Source: an optimization exercise on an open RTL-to-GDS flow (aim: small area and few clock cycles per item). Production flows keep margins and buffers that such runs may drop. The RTL was checked by simulation tests, not by an equivalence proof against the original design.

## fp_mult_pipe
module fp_mult_pipe #(
  parameter int unsigned EXP_W = 8,
  parameter int unsigned MAN_W = 23,
  parameter int unsigned TAG_W = 4
) (
  input  logic                   clk,
  input  logic                   rstn,
  input  logic                   in_valid,
  output logic                   in_ready,
  input  logic [EXP_W+MAN_W:0]   a,
  input  logic [EXP_W+MAN_W:0]   b,
  input  logic [TAG_W-1:0]       in_tag,
  output logic                   out_valid,
  input  logic                   out_ready,
  output logic [EXP_W+MAN_W:0]   result,
  output logic [TAG_W-1:0]       out_tag,
  output logic [3:0]             flags
);
==> flow/config.mk <==
export PLATFORM = sky130hd
export DESIGN_NAME = fp_mult_pipe
export DESIGN_NICKNAME = fp_mult_pipe
export VERILOG_FILES = /design/flow/design.v
export SDC_FILE = /design/flow/constraint.sdc
export NUM_CORES = 4
export LEC_CHECK = 0
export ABC_AREA = 1
export CAP_MARGIN = 20
export CORE_MARGIN = 2
export CORE_UTILIZATION = 40
export GPL_TIMING_DRIVEN = 0
export SETUP_SLACK_MARGIN = 0.02
export SLEW_MARGIN = 20
export SYNTH_HIERARCHICAL = 1
export SYNTH_MINIMUM_KEEP_SIZE = 0
==> flow/constraint.sdc <==
create_clock -name core_clock -period 7.0 [get_ports {clk}]
set_input_delay 1.4000 -clock core_clock [delete_from_list [all_inputs] [get_ports {clk}]]
set_output_delay 1.4000 -clock core_clock [all_outputs]
set_load 0.01 [all_outputs]
standard.sh (not shown) runs the stock make flow with config.mk's settings and CLKGATE_MAP_FILE= SYNTH_SCRIPT=/design/flow/synth_recipe.tcl, a recipe that flattens the netlist after the stock synthesis.
==> flow/flow/run.sh <==
#!/bin/bash
# Standard ORFS layout, with plain buffers on the ports instead of the delay cell buffer_ports
# picks, and with the synthesis buffers removed at floorplan so repair_design rebuffers.
set -euo pipefail
bash standard.sh BUFFER_PORTS_ARGS="-buffer_cell sky130_fd_sc_hd__buf_2" REMOVE_ABC_BUFFERS=1 RECOVER_POWER=100 finish > make.log 2>&1
The baseline finished but fails on capacitance limit, slew limit.
Testbench counts at the start, summed over its fixed seeds: cycles 16,008, items 16,000.
Change:
--- a/flow/flow/run.sh
+++ b/flow/flow/run.sh
@@ -5 +5 @@
-bash standard.sh BUFFER_PORTS_ARGS="-buffer_cell sky130_fd_sc_hd__buf_2" REMOVE_ABC_BUFFERS=1 RECOVER_POWER=100 finish > make.log 2>&1
+bash standard.sh BUFFER_PORTS_ARGS="-buffer_cell sky130_fd_sc_hd__buf_2" REMOVE_ABC_BUFFERS=1  finish > make.log 2>&1
Settings changed: CTS_BUF_LIST set to sky130_fd_sc_hd__clkbuf_8.
What happened:
- This time the run completed with no timing, DRC or antenna violations
- wire length increases by 0.51%
- synthesized area is unchanged
- count of clock-buffer cells in the layout came out lower by 1

---

Another version of the RTL of fp_mult_pipe (not shown whole).
Size in the first run: ~45 flip-flops, ~110 I/O pins.
Design fp_mult_pipe, start of the top module:
module fp_mult_pipe #(
  parameter int unsigned EXP_W = 8,
  parameter int unsigned MAN_W = 23,
  parameter int unsigned TAG_W = 4
) (
  input  logic                   clk,
  input  logic                   rstn,
  input  logic                   in_valid,
  output logic                   in_ready,
  input  logic [EXP_W+MAN_W:0]   a,
  input  logic [EXP_W+MAN_W:0]   b,
  input  logic [TAG_W-1:0]       in_tag,
  output logic                   out_valid,
  input  logic                   out_ready,
  output logic [EXP_W+MAN_W:0]   result,
  output logic [TAG_W-1:0]       out_tag,
  output logic [3:0]             flags
);
  logic adv;
  assign adv      = ~out_valid | out_ready;
  assign in_ready = adv;
  logic [7:0]  ea, eb;
  logic [22:0] fa, fb;
  logic nan_a, nan_b, snan_a, snan_b, inf_a, inf_b, zero_a, zero_b;
  logic nan, ixz, inf, zero;
  assign ea = a[30:23];
  assign eb = b[30:23];
  assign fa = a[22:0];
  assign fb = b[22:0];
  assign nan_a  = (&ea) & (|fa);
  assign nan_b  = (&eb) & (|fb);
  assign snan_a = nan_a & ~fa[22];
  assign snan_b = nan_b & ~fb[22];
  assign inf_a  = (&ea) & ~(|fa);
  ...
==> flow/config.mk <==
export PLATFORM = sky130hd
export DESIGN_NAME = fp_mult_pipe
export DESIGN_NICKNAME = fp_mult_pipe
export VERILOG_FILES = /design/flow/design.v
export SDC_FILE = /design/flow/constraint.sdc
export NUM_CORES = 4
export LEC_CHECK = 0
export ABC_AREA = 1
export CAP_MARGIN = 20
export CORE_MARGIN = 2
export CORE_UTILIZATION = 40
export GPL_TIMING_DRIVEN = 0
export SETUP_SLACK_MARGIN = 0.05
export SLEW_MARGIN = 20
export SYNTH_HIERARCHICAL = 1
export SYNTH_MINIMUM_KEEP_SIZE = 0
==> flow/constraint.sdc <==
create_clock -name core_clock -period 7.0 [get_ports {clk}]
set_input_delay 1.4000 -clock core_clock [delete_from_list [all_inputs] [get_ports {clk}]]
set_output_delay 1.4000 -clock core_clock [all_outputs]
set_load 0.01 [all_outputs]
==> flow/flow/run.sh <==
#!/bin/bash
# Standard ORFS layout, with plain buffers on the ports instead of the delay cell buffer_ports picks.
set -euo pipefail
bash standard.sh BUFFER_PORTS_ARGS="-buffer_cell sky130_fd_sc_hd__buf_2" finish > make.log 2>&1
The starting point passed the timing, design-rule and antenna checks.
Testbench counts at the start, summed over its fixed seeds: cycles 16,008, items 16,000.
Next try:
==> flow/flow/run.sh (replaced) <==
#!/bin/bash
# Standard ORFS layout, with plain buffers on the ports instead of the delay cell buffer_ports picks.
set -euo pipefail
bash standard.sh BUFFER_PORTS_ARGS="-buffer_cell sky130_fd_sc_hd__buf_1" finish > make.log 2>&1
Outcome: The new run completed without violations; final cell count is higher by about 0.5%; utilization climbs by 0.40 points; critical path depth rose by 1; synthesized cell count stays the same.
Next try:
==> flow/flow/run.sh (replaced) <==
#!/bin/bash
# Standard ORFS layout, with plain buffers on the ports instead of the delay cell buffer_ports picks.
set -euo pipefail
bash standard.sh BUFFER_PORTS_ARGS="-buffer_cell sky130_fd_sc_hd__buf_2" finish > make.log 2>&1
CORE_UTILIZATION = 70   (was 40)
CTS_BUF_LIST = sky130_fd_sc_hd__clkbuf_8   (was unset)
PLACE_DENSITY = 0.8   (was unset)
=> The changed run produced a layout that fails on max-capacitance violations, max-slew violations, negative setup slack. Worst hold slack improved by 18 ps. Worst setup slack got worse by 980 ps. Core utilization rises by 34 points. Cell area falls by 0.95%. Cell count falls by 8.0%. Die area falls by 42%. Routed wire length rises by 9.2%.

afterwards: timing with drivers on the ports:
No port has a modelled driver above. Below, the same layouts with a new extraction and two added sets of constraints. Step 1 assumes that a clkbuf_16 drives the clock port and a buf_2 every other input. Step 2, shift: input delay + t, output delay - t, t = (earliest + latest rising clock arrival at the registers) / 2. This alone moves slack from input paths to output paths. a / b / c = ideal / step 1 / step 2; a / b = the first two.
| run | t, ns | setup slack, ns | slew at the worst register clock pin (ns) |
|---|---|---|---|
| the first run of note 1 | 0.332 | 0.189 / 0.181 / -0.151 | 0.06 / 0.06 |
| the second run of note 1 | 0.344 | 0.213 / 0.199 / -0.145 | 0.09 / 0.09 |
| the first run of note 2 | 0.318 | 0.230 / 0.198 / -0.120 | 0.07 / 0.07 |
| the second run of note 2 | 0.319 | 0.189 / 0.179 / -0.140 | 0.07 / 0.07 |
| the third run of note 2 | 0.361 | -0.792 / -0.831 / -0.470 | 0.10 / 0.10 |
The setup slack of the second run of note 1, which loses most, moves by -0.014 ns with the drivers and by -0.358 ns with both steps.
